Context: an optimization exercise on an open-source flow, tuned for small area. The choices shown serve that exercise and are no tape-out recipe. Only simulation tests tie the RTL to the original design; equivalence was not proved. No driver is modelled on the clock port, so clocking that relies on it looks cheaper here than on a real chip. No activity file was given, so power comes from the tool's default toggle rates.

==> 11-04: inputs <==
// qspi_memory_slave
module qspi_memory_slave (
    input  logic        CLK,
    input  logic        RST,
    input  logic        SS,
    input  logic        SCLK,
    input  logic [1:0]  QD_READ,
    output logic [1:0]  QD_WRITE,
    output logic [1:0]  QD_WRITE_ENABLE,
    output logic        XFER_DONE,
    output logic [15:0] BYTE_COUNT,
    output logic        CMD_ERR
);
export LEC_CHECK = 0
export CAP_MARGIN = 20
export CORE_MARGIN = 2
export CORE_UTILIZATION = 75
export PLACE_DENSITY = 0.8
export SLEW_MARGIN = 20
create_clock -name core_clock -period 8.0 [get_ports {CLK}]
standard.sh (not shown) runs the stock make flow with config.mk's settings and CLKGATE_MAP_FILE= SYNTH_SCRIPT=/design/flow/synth_recipe.tcl, a recipe that flattens the netlist after the stock synthesis.
==> flow/flow/run.sh <==
#!/bin/bash
# Own flow: the standard layout (standard.sh) with three changes of how the layout is made.
#  1. Synthesis runs the standard flow's synthesis script unchanged, but with a copy of the ORFS scripts whose
#     ABC script leaves out ABC's final buffering and gate sizing (placement repairs buffering
#     itself), which maps the logic to less area. Registers are untouched by ABC.
#  2. Clock tree synthesis adds no dummy loads and clusters the flip-flops (at most 18, within
#     60 um) under clkbuf_8 leaf buffers, with a clkbuf_16 root buffer.
#     After clock tree synthesis, flow/clk_split.tcl gives a leaf cluster whose flip-flops span
#     more than 80 um (half perimeter) a second clkbuf_8 for its far half.
#  3. The port buffers are the smallest buffer cell.
# The make output goes to synth_flow.log and standard_flow.log here; each ORFS step also keeps
# its own full log under orfs/logs.
set -euo pipefail
here=$(pwd)
rm -rf "$here/scripts_mod"
cp -r "$FLOW_HOME/scripts" "$here/scripts_mod"
python3 - "$here/scripts_mod/abc_speed.script" <<'PY'
import sys
p = sys.argv[1]
t = open(p).read()
tail = "buffer -c\ntopo\nstime -c\nupsize -c\ndnsize -c\n"
assert tail in t, "unexpected ABC script"
open(p, "w").write(t.replace(tail, ""))
PY
export CTS_ARGS="-sink_clustering_enable -repair_clock_nets -dont_use_dummy_load -buf_list {sky130_fd_sc_hd__clkbuf_8} -root_buf sky130_fd_sc_hd__clkbuf_16 -sink_clustering_size 18 -sink_clustering_max_diameter 60"
export POST_CTS_TCL="$here/flow/clk_split.tcl"
export CLK_SPLIT_HPWL=80
export BUFFER_PORTS_ARGS="-buffer_cell sky130_fd_sc_hd__buf_1"
bash standard.sh SCRIPTS_DIR="$here/scripts_mod" synth > synth_flow.log 2>&1
bash standard.sh > standard_flow.log 2>&1
==> flow/flow/clk_split.tcl <==
# POST_CTS hook: split clock leaf nets whose flip-flops spread too far. For a leaf net whose
# sinks span more than CLK_SPLIT_HPWL um (half perimeter), the sinks are cut in two halves along
# the longer side; a new clkbuf_8 placed at the far half drives it, fed by the same net as the
# leaf buffer, so the tree keeps its depth. The placement is then legalised again.
proc clksplit_center {inst} {
  set b [$inst getBBox]
  return [list [expr {([$b xMin] + [$b xMax]) / 2}] [expr {([$b yMin] + [$b yMax]) / 2}]]
}
proc clksplit_run {limit_um} {
  set block [ord::get_db_block]
  set master [[ord::get_db] findMaster sky130_fd_sc_hd__clkbuf_8]
  set limit [expr {$limit_um * 1000}]
  set todo {}
  foreach net [$block getNets] {
    if {![string match "clknet_leaf_*" [$net getName]]} continue
    lappend todo $net
  }
  set n 0
  foreach net $todo {
    set drv ""
    set pts {}
    foreach it [$net getITerms] {
      if {[$it isOutputSignal]} { set drv $it; continue }
      lappend pts [concat [clksplit_center [$it getInst]] [list $it]]
    }
    if {$drv eq "" || [llength $pts] < 4} continue
    set xs [lsort -integer [lmap q $pts {lindex $q 0}]]
    set ys [lsort -integer [lmap q $pts {lindex $q 1}]]
    set w [expr {[lindex $xs end] - [lindex $xs 0]}]
    set h [expr {[lindex $ys end] - [lindex $ys 0]}]
    if {$w + $h <= $limit} continue
    set axis [expr {$w >= $h ? 0 : 1}]
    set pts [lsort -integer -index $axis $pts]
    set half [expr {[llength $pts] / 2}]
    set lo [lrange $pts 0 [expr {$half - 1}]]
    set hi [lrange $pts $half end]
    # the half farther from the leaf buffer gets the new buffer
    set leaf [$drv getInst]
    set bpos [lindex [clksplit_center $leaf] $axis]
    set far $hi
    if {abs($bpos - [lindex [lindex $hi end] $axis]) < abs($bpos - [lindex [lindex $lo 0] $axis])} { set far $lo }
    set parent [[$leaf findITerm A] getNet]
    set name "clksplit_$n"
    set inst [odb::dbInst_create $block $master $name]
    set newnet [odb::dbNet_create $block "${name}_net"]
    $newnet setSigType CLOCK
    [$inst findITerm A] connect $parent
    [$inst findITerm X] connect $newnet
    set sx 0; set sy 0
    foreach q $far {
      set it [lindex $q 2]
      $it disconnect
      $it connect $newnet
      incr sx [lindex $q 0]; incr sy [lindex $q 1]
    }
    set cx [expr {$sx / [llength $far]}]
    set cy [expr {$sy / [llength $far]}]
    $inst setLocation [expr {$cx - [$master getWidth] / 2}] [expr {$cy - [$master getHeight] / 2}]
    $inst setPlacementStatus PLACED
    puts "CLKSPLIT [$net getName] span [expr {($w + $h) / 1000.0}] um: [llength $far] sinks to $name"
    incr n
  }
  puts "CLKSPLIT split $n leaf nets"
  if {$n > 0} {
    global_connect
    detailed_placement
    check_placement -verbose
  }
}
clksplit_run $::env(CLK_SPLIT_HPWL)
==> 04-28 (differences from 11-04) <==
==> flow/flow/run.sh (replaced) <==
#!/bin/bash
# Own flow: the standard layout (standard.sh) with two changes of how the layout is made:
# clock tree synthesis adds no dummy loads and clusters the flip-flops (at most 18, within 60 um)
# under clkbuf_8 leaf buffers fed by clkbuf_16 tree buffers, and the port buffers are the
# smallest buffer cell. The make output goes to standard_flow.log here; each ORFS step also
# keeps its own full log under orfs/logs.
set -euo pipefail
export CTS_ARGS="-sink_clustering_enable -repair_clock_nets -dont_use_dummy_load -buf_list {sky130_fd_sc_hd__clkbuf_8} -root_buf sky130_fd_sc_hd__clkbuf_16 -tree_buf sky130_fd_sc_hd__clkbuf_16 -sink_clustering_buffer sky130_fd_sc_hd__clkbuf_8 -sink_clustering_size 18 -sink_clustering_max_diameter 60"
export BUFFER_PORTS_ARGS="-buffer_cell sky130_fd_sc_hd__buf_1"
bash standard.sh > standard_flow.log 2>&1
removed: flow/flow/clk_split.tcl
==> run notes <==
Outcome: 11-04 timing/DRC/antenna clean; 04-28 timing/DRC/antenna clean
Fin crit share: 11-04 57.78%; 04-28 57.67%
Met1 global-route usage: 11-04 32.47%; 04-28 32.72%
Sum of routed wire segments on met1: 11-04 33.15 mm; 04-28 33.66 mm
Floorplan die width: 11-04 252.2 um; 04-28 252.7 um
Total wire length: 11-04 75.65 mm; 04-28 76.58 mm
Max Clock Freq: 11-04 0.2163 GHz; 04-28 0.2168 GHz
Leakage power: 11-04 19.58 nW; 04-28 19.60 nW
Initial antenna violation count: 11-04 17; 04-28 15
Wire length on met2: 11-04 35.80 mm; 04-28 37.53 mm
Sequential-to-total area share from yosys stat: 11-04 92.13%; 04-28 91.74%
Part of the power in combinational logic: 11-04 0.5%; 04-28 0.4%
Area of the core: 11-04 60580 um2; 04-28 61480 um2
Met3 usage in global routing: 11-04 5.345%; 04-28 4.840%
Register share of the cell area: 11-04 86.31%; 04-28 86.07%
Largest net degree at the start of global routing: 11-04 23; 04-28 25
Arrival @ worst endpoint: 11-04 3020 ps; 04-28 3010 ps
Area of combinational cells with multiple inputs: 11-04 3582 um2; 04-28 3657 um2
Worst R2R Setup Slack: 11-04 3970 ps; 04-28 4400 ps
Final instance area: 11-04 49320 um2; 04-28 49460 um2
Largest voltage drop on the vdd net: 11-04 0.2929 mV; 04-28 0.2533 mV

## afterwards: timing with drivers on the ports
The results above use ideal ports. As a check the final layouts listed here were re-extracted and re-timed, cells and wires unchanged.
Step 1 (the two cells are an assumption about what drives the block):
set clk [get_ports {CLK}]
set_driving_cell -lib_cell sky130_fd_sc_hd__clkbuf_16 $clk
set_driving_cell -lib_cell sky130_fd_sc_hd__buf_2 [delete_from_list [all_inputs] $clk]
Step 2 adds t to the input delays and takes it off the output delays; t is the mean of the earliest and latest rising clock arrival at the registers after step 1. Input paths then give back, and output paths get back, about the clock's delay inside the block.
Slacks: no drivers / after step 1 / after step 2; pairs: no drivers / after step 1.
run | shift t [ns] | setup WS [ns] | hold slack, ns
11-04 | 0.720 | 3.377 / 3.313 / 3.970 | 0.277 / 0.277 / 0.277
04-28 | 0.733 | 3.387 / 3.324 / 4.057 | 0.302 / 0.302 / 0.302
After both steps setup and hold are still met in every run listed.
